Source: an optimization exercise on an open RTL-to-GDS flow (aim: small area). Production flows keep margins and buffers that such runs may drop. The RTL was checked by simulation tests, not by an equivalence proof against the original design. Power is estimated from default activity; no workload was simulated.

## tnef_record_deframer_core
module tnef_record_deframer_core (
  input  wire logic        clk,
  input  wire logic        rst_n,
  input  wire logic        push,
  output logic             full,
  input  wire logic [7:0]  in_stream_byte,
  input  wire logic        in_restart,
  output logic             empty,
  input  wire logic        pop,
  output logic [1:0]       out_event_kind,
  output logic [31:0]      out_attribute_type,
  output logic [7:0]       out_component,
  output logic [7:0]       out_payload_byte,
  output logic [31:0]      out_record_length,
  output logic             out_last_of_record
);
  localparam logic [2:0] PH_SIG  = 3'd0;
  localparam logic [2:0] PH_KEY  = 3'd1;
  localparam logic [2:0] PH_COMP = 3'd2;
  localparam logic [2:0] PH_TYPE = 3'd3;
  localparam logic [2:0] PH_LEN  = 3'd4;
  localparam logic [2:0] PH_DATA = 3'd5;
  localparam logic [2:0] PH_CSUM = 3'd6;
  localparam logic [2:0] PH_HALT = 3'd7;
  logic [2:0]  phase_r, phase_nxt;
  logic [1:0]  cnt_r, cnt_nxt;
  logic        bad_r, bad_nxt;       
  logic [31:0] left_r;
  logic [15:0] sum_r;
  logic [1:0]  cur_tag_r, wtag;
  logic        cur_used_r;
  logic        take;
  logic [2:0]  eff_phase;
  logic [1:0]  eff_cnt;
  logic [7:0]  b;
  logic [7:0]  sig_byte;
  logic        ev_gen;
  logic [1:0]  ev_kind;
  logic        ev_last;
  assign b         = in_stream_byte;
  assign take      = push & ~full;
  assign eff_phase = in_restart ? PH_SIG : phase_r;
  assign eff_cnt   = in_restart ? 2'd0   : cnt_r;
  always_comb begin
    case (eff_cnt)
      2'd0:    sig_byte = 8'h78;
      2'd1:    sig_byte = 8'h9F;
      2'd2:    sig_byte = 8'h3E;
      default: sig_byte = 8'h22;
    endcase
  end
  ...
Size: roughly 990 cells after synthesis, about 15000 sq um of cells after synthesis.
export LEC_CHECK = 0
export CAP_MARGIN = 0
export CORE_MARGIN = 2
export CORE_UTILIZATION = 78
export SLEW_MARGIN = 0
create_clock -name core_clock -period 5.0 [get_ports {clk}]
standard.sh (not shown) runs the stock make flow with config.mk's settings and CLKGATE_MAP_FILE= SYNTH_SCRIPT=/design/flow/synth_recipe.tcl, a recipe that flattens the netlist after the stock synthesis.
==> flow/flow/run.sh <==
#!/bin/bash
# 1. the standard synthesis, unchanged.
# 2. Its combinational logic re-mapped by ABC with an area-oriented script; the
#    registers (cells, instance names) are left exactly as the standard synthesis made them.
# 3. the standard layout of that netlist, with the smallest buffer cell on the
#    ports and a clock tree without dummy balancing loads.
set -euo pipefail
HERE=$(pwd)
RES=$HERE/orfs/results/$FLOW_PLATFORM/tnef_record_deframer_core/base
LIB=$FLOW_HOME/platforms/$FLOW_PLATFORM/lib/sky130_fd_sc_hd__tt_025C_1v80.lib
YOSYS=${YOSYS_EXE:-$(command -v yosys || echo "$FLOW_HOME/../tools/install/yosys/bin/yosys")}
KNOBS=(
  BUFFER_PORTS_ARGS="-buffer_cell sky130_fd_sc_hd__buf_1"
  CTS_ARGS="-sink_clustering_enable -repair_clock_nets -dont_use_dummy_load -sink_clustering_size 11 -sink_clustering_max_diameter 32 -buf_list sky130_fd_sc_hd__clkbuf_4"
)

bash standard.sh "${KNOBS[@]}" synth > standard_synth.log 2>&1
cp "$RES/1_2_yosys.v" "$HERE/1_2_yosys_standard.v"

sed -e "s#@LIB@#$LIB#g" -e "s#@IN@#$HERE/1_2_yosys_standard.v#" -e "s#@OUT@#$HERE/1_2_yosys_remap.v#" \
    -e "s#@TOP@#$FLOW_TOP#g" -e "s#@ABC@#$HERE/flow/abc_area.script#" flow/remap.ys > "$HERE/remap_run.ys"
"$YOSYS" -l "$HERE/remap.log" -q "$HERE/remap_run.ys" > /dev/null 2>&1

cp "$HERE/1_2_yosys_remap.v" "$RES/1_2_yosys.v"
rm -f "$RES/1_synth.odb" "$RES/1_synth.sdc"
bash standard.sh "${KNOBS[@]}" finish > standard_flow.log 2>&1
==> flow/flow/abc_area.script <==
&get -n
&st
&deepsyn -T 60
&dch -f
&nf -R 1000
&put
&get -n
&st
&deepsyn -T 60
&dch -f
&nf -R 1000
&put
Other scripts of this flow, unchanged in this note and not shown: flow/flow/remap.ys
The baseline finished with timing, DRC and antenna clean.
==> next run, changes <==
--- a/flow/flow/run.sh
+++ b/flow/flow/run.sh
@@ -13,3 +13,3 @@
   BUFFER_PORTS_ARGS="-buffer_cell sky130_fd_sc_hd__buf_1"
-  CTS_ARGS="-sink_clustering_enable -repair_clock_nets -dont_use_dummy_load -sink_clustering_size 11 -sink_clustering_max_diameter 32 -buf_list sky130_fd_sc_hd__clkbuf_4"
+  CTS_ARGS="-sink_clustering_enable -repair_clock_nets -dont_use_dummy_load -sink_clustering_size 10 -sink_clustering_max_diameter 30 -buf_list sky130_fd_sc_hd__clkbuf_4"
 )
==> flow/flow/abc_area.script (replaced) <==
&get -n
&st
&deepsyn -T 60
&dch -f
&nf -R 1000
&put
Synthesized cell count barely changes.
Die area barely changes.
Power rises by about 11%.
Sequential power rises by about 2%.
Area after synthesis barely changes.
Sequential cell count is unchanged.
Wire length rises by about 1.1%.
Setup slack gets worse by 0.066 ns.
Fmax falls by about 1.4%.
Hold slack gets worse by 0.019 ns.
==> next run, changes <==
--- a/flow/flow/run.sh
+++ b/flow/flow/run.sh
@@ -13,3 +13,3 @@
   BUFFER_PORTS_ARGS="-buffer_cell sky130_fd_sc_hd__buf_1"
-  CTS_ARGS="-sink_clustering_enable -repair_clock_nets -dont_use_dummy_load -sink_clustering_size 10 -sink_clustering_max_diameter 30 -buf_list sky130_fd_sc_hd__clkbuf_4"
+  CTS_ARGS="-sink_clustering_enable -repair_clock_nets -dont_use_dummy_load -sink_clustering_size 20 -sink_clustering_max_diameter 50 -buf_list sky130_fd_sc_hd__clkbuf_8"
 )
- CORE_UTILIZATION: 78 -> 70
Effect:
- synthesized area is unchanged
- via count fell by a few percent
- wire length came out lower by a few percent
- register-to-register slack is better by 0.11 ns
- combinational power barely changes
- worst setup slack gains 0.15 ns
- die area goes up by roughly a tenth
==> next run, changes <==
--- a/flow/flow/run.sh
+++ b/flow/flow/run.sh
@@ -13,3 +13,3 @@
   BUFFER_PORTS_ARGS="-buffer_cell sky130_fd_sc_hd__buf_1"
-  CTS_ARGS="-sink_clustering_enable -repair_clock_nets -dont_use_dummy_load -sink_clustering_size 20 -sink_clustering_max_diameter 50 -buf_list sky130_fd_sc_hd__clkbuf_8"
+  CTS_ARGS="-sink_clustering_enable -repair_clock_nets -dont_use_dummy_load -sink_clustering_size 10 -sink_clustering_max_diameter 30 -buf_list sky130_fd_sc_hd__clkbuf_4"
 )
==> flow/flow/abc_area.script (replaced) <==
&get -n
&st
&deepsyn -T 60
&dch -f
&nf -R 1000
&put
&get -n
&st
&deepsyn -T 60
&dch -f
&nf -R 1000
&put
- CORE_UTILIZATION: 70 -> 78
Via count is higher by 2.5%.
Total power is lower by 11%.
Routed wire length hardly moves.
Count of clock-buffer cells in the layout is higher by 19.
Hold slack is about the same.
Die area is lower by 10%.
Sequential cell count stays the same.
Sequential power is lower by about 2%.
Critical path depth is unchanged.

========
== wip/juniper ==
The RTL this note starts from:
==> flow/design.v <==
`default_nettype none
package tnef_pkg;
  localparam logic [31:0] SIGNATURE_WORD = 32'h223E_9F78;
endpackage
`default_nettype wire
`default_nettype none
module tnef_record_deframer_core (
  input  wire logic        clk,
  input  wire logic        rst_n,
  input  wire logic        push,
  output logic             full,
  input  wire logic [7:0]  in_stream_byte,
  input  wire logic        in_restart,
  output logic             empty,
  input  wire logic        pop,
  output logic [1:0]       out_event_kind,
  output logic [31:0]      out_attribute_type,
  output logic [7:0]       out_component,
  output logic [7:0]       out_payload_byte,
  output logic [31:0]      out_record_length,
  output logic             out_last_of_record
);
  localparam logic [2:0] PH_SIG  = 3'd0;
  localparam logic [2:0] PH_KEY  = 3'd1;
  localparam logic [2:0] PH_COMP = 3'd2;
  localparam logic [2:0] PH_TYPE = 3'd3;
  localparam logic [2:0] PH_LEN  = 3'd4;
  localparam logic [2:0] PH_DATA = 3'd5;
  localparam logic [2:0] PH_CSUM = 3'd6;
  localparam logic [2:0] PH_HALT = 3'd7;
  logic [2:0]  phase_r, phase_nxt;
  logic [1:0]  cnt_r, cnt_nxt;
  logic        bad_r, bad_nxt;       
  logic [31:0] left_r;
  logic [15:0] sum_r;
  logic [1:0]  cur_tag_r, wtag;
  logic        cur_used_r;
  logic        take;
  logic [2:0]  eff_phase;
  logic [1:0]  eff_cnt;
  logic [7:0]  b;
  logic [7:0]  sig_byte;
  logic        ev_gen;
  logic [1:0]  ev_kind;
  logic        ev_last;
  assign b         = in_stream_byte;
  assign take      = push & ~full;
  assign eff_phase = in_restart ? PH_SIG : phase_r;
  assign eff_cnt   = in_restart ? 2'd0   : cnt_r;
  always_comb begin
    case (eff_cnt)
      2'd0:    sig_byte = 8'h78;
      2'd1:    sig_byte = 8'h9F;
      2'd2:    sig_byte = 8'h3E;
      default: sig_byte = 8'h22;
    endcase
  end
  always_comb begin
    phase_nxt = eff_phase;
    cnt_nxt   = eff_cnt + 2'd1;
    bad_nxt   = bad_r;
    ev_gen    = 1'b0;
    ev_kind   = 2'd0;
    ev_last   = 1'b0;
    case (eff_phase)
      PH_SIG: begin
        bad_nxt = ((eff_cnt != 2'd0) & bad_r) | (b != sig_byte);
        if (eff_cnt == 2'd3) begin
          if (bad_nxt) begin
            phase_nxt = PH_HALT;
            ev_gen    = 1'b1;
            ev_kind   = 2'd3;
          end else begin
            phase_nxt = PH_KEY;
          end
        end
      end
      PH_KEY: begin
        if (eff_cnt == 2'd1) begin
          cnt_nxt   = 2'd0;
          phase_nxt = PH_COMP;
        end
      end
      PH_COMP: begin
        cnt_nxt   = 2'd0;
        phase_nxt = PH_TYPE;
      end
      PH_TYPE: begin
        if (eff_cnt == 2'd3) phase_nxt = PH_LEN;
      end
      PH_LEN: begin
        if (eff_cnt == 2'd3)
          phase_nxt = ((left_r[31:8] == 24'd0) && (b == 8'd0)) ? PH_COMP : PH_DATA;
      end
      PH_DATA: begin
        cnt_nxt = 2'd0;
        ev_gen  = 1'b1;
        ev_last = (left_r == 32'd1);
        if (ev_last) phase_nxt = PH_CSUM;
      end
      PH_CSUM: begin
        bad_nxt = (b != sum_r[7:0]);
        if (eff_cnt == 2'd1) begin
          ev_gen = 1'b1;
          if (!bad_r && (b == sum_r[15:8])) begin
            phase_nxt = PH_COMP;
            ev_kind   = 2'd1;
          end else begin
            phase_nxt = PH_HALT;
            ev_kind   = 2'd2;
          end
        end
      end
      default: begin
        cnt_nxt = cnt_r;
      end
    endcase
  end
  assign wtag = cur_tag_r + {1'b0, cur_used_r};
  always_ff @(posedge clk) begin
    if (!rst_n) begin
      phase_r    <= PH_SIG;
      cnt_r      <= 2'd0;
      cur_used_r <= 1'b0;
      cur_tag_r  <= 2'd0;
    end else if (take) begin
      phase_r <= phase_nxt;
      cnt_r   <= cnt_nxt;
      if (eff_phase == PH_COMP) begin
        cur_tag_r  <= wtag;
        cur_used_r <= 1'b0;
      end else if (eff_phase == PH_DATA) begin
        cur_used_r <= 1'b1;
      end
    end
  end
  always_ff @(posedge clk) begin
    if (take) begin
      bad_r <= bad_nxt;
      if (eff_phase == PH_DATA) begin
        sum_r <= sum_r + {8'd0, b};
      end else if (eff_phase != PH_CSUM) begin
        sum_r <= 16'd0;
      end
      if (eff_phase == PH_DATA) begin
        left_r <= left_r - 32'd1;
      end else if (eff_phase == PH_LEN) begin
        left_r <= {b, left_r[31:8]};
      end
    end
  end
  logic [71:0] hdr_r [4];
  logic        hdr_byte;
  assign hdr_byte = (eff_phase == PH_COMP) || (eff_phase == PH_TYPE) || (eff_phase == PH_LEN);
  always_ff @(posedge clk) begin
    for (int s = 0; s < 4; s++) begin
      if (take && hdr_byte && (((eff_phase == PH_COMP) ? wtag : cur_tag_r) == 2'(s)))
        hdr_r[s] <= {b, hdr_r[s][71:8]};
    end
  end
  logic        wr_en, rd_en;
  logic [1:0]  wr_ptr_r, rd_ptr_r;
  logic [2:0]  count_r;
  logic        edata_r [4];    
  logic        elast_r [4];
  logic [7:0]  epay_r  [4];
  logic        eadv_r  [4];    
  logic [1:0]  head_tag_r;     
  logic [1:0]  head_tag;
  assign wr_en = take & ev_gen;
  assign rd_en = pop & ~empty;
  assign full  = count_r[2];
  assign empty = (count_r == 3'd0);
  always_ff @(posedge clk) begin
    if (wr_en) begin
      edata_r[wr_ptr_r] <= (eff_phase == PH_DATA);
      elast_r[wr_ptr_r] <= ev_last;
      epay_r[wr_ptr_r]  <= (eff_phase == PH_DATA) ? b : {6'd0, ev_kind};
      eadv_r[wr_ptr_r]  <= (eff_phase == PH_DATA) & ~cur_used_r;
    end
  end
  always_ff @(posedge clk) begin
    if (!rst_n) begin
      wr_ptr_r   <= 2'd0;
      rd_ptr_r   <= 2'd0;
      head_tag_r <= 2'd3;
      count_r  <= 3'd0;
    end else begin
      if (wr_en) wr_ptr_r <= wr_ptr_r + 2'd1;
      if (rd_en) begin
        rd_ptr_r   <= rd_ptr_r + 2'd1;
        head_tag_r <= head_tag;
      end
      if (wr_en && !rd_en) count_r <= count_r + 3'd1;
      else if (rd_en && !wr_en) count_r <= count_r - 3'd1;
    end
  end
  logic [3:0] hsel;
  logic       head_data;
  logic [7:0] head_pay;
  assign head_tag  = head_tag_r + {1'b0, eadv_r[rd_ptr_r]};
  assign head_data = edata_r[rd_ptr_r];
  assign head_pay  = epay_r[rd_ptr_r];
  assign out_event_kind     = head_data ? 2'd0 : head_pay[1:0];
  assign out_last_of_record = elast_r[rd_ptr_r];
  assign out_payload_byte   = {head_pay[7:2], head_pay[1:0] & {2{head_data}}};
  always_comb begin
    for (int s = 0; s < 4; s++)
      hsel[s] = (head_tag == 2'(s)) && (out_event_kind != 2'd3);
    out_component      = '0;
    out_attribute_type = '0;
    out_record_length  = '0;
    for (int s = 0; s < 4; s++) begin
      out_component      = out_component      | ({8{hsel[s]}}  & hdr_r[s][7:0]);
      out_attribute_type = out_attribute_type | ({32{hsel[s]}} & hdr_r[s][39:8]);
      out_record_length  = out_record_length  | ({32{hsel[s]}} & hdr_r[s][71:40]);
    end
  end
endmodule
`default_nettype wire
==> flow/config.mk <==
export PLATFORM = sky130hd
export DESIGN_NAME = tnef_record_deframer_core
export DESIGN_NICKNAME = tnef_record_deframer_core
export VERILOG_FILES = /design/flow/design.v
export SDC_FILE = /design/flow/constraint.sdc
export NUM_CORES = 4
export LEC_CHECK = 0
export CAP_MARGIN = 0
export CORE_MARGIN = 2
export CORE_UTILIZATION = 70
export SLEW_MARGIN = 0
==> flow/constraint.sdc <==
create_clock -name core_clock -period 5.0 [get_ports {clk}]
set_input_delay 1.0000 -clock core_clock [delete_from_list [all_inputs] [get_ports {clk}]]
set_output_delay 1.0000 -clock core_clock [all_outputs]
set_load 0.01 [all_outputs]
==> flow/flow/run.sh <==
#!/bin/bash
# Standard layout, with the port buffers inserted as the smallest buffer cell and
# a clock tree without dummy balancing loads.
set -euo pipefail
bash standard.sh \
  BUFFER_PORTS_ARGS="-buffer_cell sky130_fd_sc_hd__buf_1" \
  CTS_ARGS="-sink_clustering_enable -repair_clock_nets -dont_use_dummy_load -sink_clustering_size 20 -sink_clustering_max_diameter 50 -buf_list sky130_fd_sc_hd__clkbuf_8" \
  finish > standard_flow.log 2>&1
Modified inputs, wip/delta compared to wip/juniper
-- flow/flow/run.sh --
<<< wip/juniper, line 7
  CTS_ARGS="-sink_clustering_enable -repair_clock_nets -dont_use_dummy_load -sink_clustering_size 20 -sink_clustering_max_diameter 50 -buf_list sky130_fd_sc_hd__clkbuf_8" \
>>> wip/delta, line 7
  CTS_ARGS="-sink_clustering_enable -repair_clock_nets -dont_use_dummy_load -sink_clustering_size 16 -sink_clustering_max_diameter 40 -buf_list {sky130_fd_sc_hd__clkbuf_4 sky130_fd_sc_hd__clkbuf_8}" \
Notes after the runs:
Comparing wip/juniper against wip/delta, there is no change at all in initial antenna violation count.
Between wip/juniper and wip/delta, wire length on met3 decreased.
Power dissipated in the clock network for wip/delta: about 14% up relative to wip/juniper
Delta(relative slew slack, wip/delta - wip/juniper) < 0
Global routing usage summed across all routing layers, wip/delta and wip/juniper: lower on wip/juniper
Across both runs, routed wire length was higher for wip/delta than for wip/juniper.
Core utilization: wip/delta and wip/juniper compared, lower one is wip/juniper
In wip/delta, the met2 usage came out 1.1 points above the value in wip/juniper.
Changes observed in wip/delta relative to wip/juniper: depth of the worst register-to-register path has remained practically unchanged; clock-buffer cell count climbed 9.
Here is what was changed in the inputs of wip/yarrow compared with wip/delta.
Settings: swapping 0 for 20 in CAP_MARGIN; swapping 70 for 65 in CORE_UTILIZATION; swapping 0 for 20 in SLEW_MARGIN.
-- flow/flow/run.sh --
<<< wip/delta, line 7
  CTS_ARGS="-sink_clustering_enable -repair_clock_nets -dont_use_dummy_load -sink_clustering_size 16 -sink_clustering_max_diameter 40 -buf_list {sky130_fd_sc_hd__clkbuf_4 sky130_fd_sc_hd__clkbuf_8}" \
>>> wip/yarrow, line 7
  CTS_ARGS="-sink_clustering_enable -repair_clock_nets -dont_use_dummy_load -sink_clustering_size 20 -sink_clustering_max_diameter 50 -buf_list sky130_fd_sc_hd__clkbuf_8" \
- Count of placed standard cells in the final layout, fillers left out was higher in wip/yarrow than in wip/delta.
- Non-clock buffer count | wip/yarrow above wip/delta
- wip/yarrow: peak supply drop about 7% below wip/delta
- Relative contribution of sequential cells to total power delta (wip/yarrow -> wip/delta): insignificant
- Final worst clock skew ended up 0.012 ns higher on wip/yarrow than on wip/delta.
- Delta (wip/yarrow minus wip/delta): fmax now sits lower, global-route wire length before repair now sits lower, worst relative slew slack now sits lower, power density relative to cell area now sits lower, worst setup slack now sits lower.

## what the ideal ports hide
The flow's constraints put no driver on any port. The routed layouts listed below were extracted and timed again, unchanged, in two steps.
Step 1 (the two cells are an assumption about what drives the block):
set clk [get_ports {clk}]
set_driving_cell -lib_cell sky130_fd_sc_hd__clkbuf_16 $clk
set_driving_cell -lib_cell sky130_fd_sc_hd__buf_2 [delete_from_list [all_inputs] $clk]
Step 2 times the ports against the registers' clock, not the clock port: input delays grow and output delays shrink by t, the midpoint of the rising clock arrivals with the driver on.
Three values: no drivers, after step 1, after step 2; two values: the first two.
run | t (ns) | setup slack, ns | cell pins on the clock port's net
the first run of note 1 | 0.703 | 0.252 / 0.206 / 0.351 | 1
the second run of note 1 | 0.703 | 0.186 / 0.145 / 0.779 | 1
the third run of note 1 | 0.559 | 0.340 / 0.300 / 0.808 | 1
the fourth run of note 1 | 0.711 | 0.273 / 0.229 / 0.348 | 1
wip/juniper | 0.620 | 0.580 / 0.537 / 0.722 | 1
wip/delta | 0.572 | 0.618 / 0.576 / 0.716 | 1
wip/yarrow | 0.579 | 0.464 / 0.414 / 0.927 | 1
After both steps every run listed still meets setup and hold.
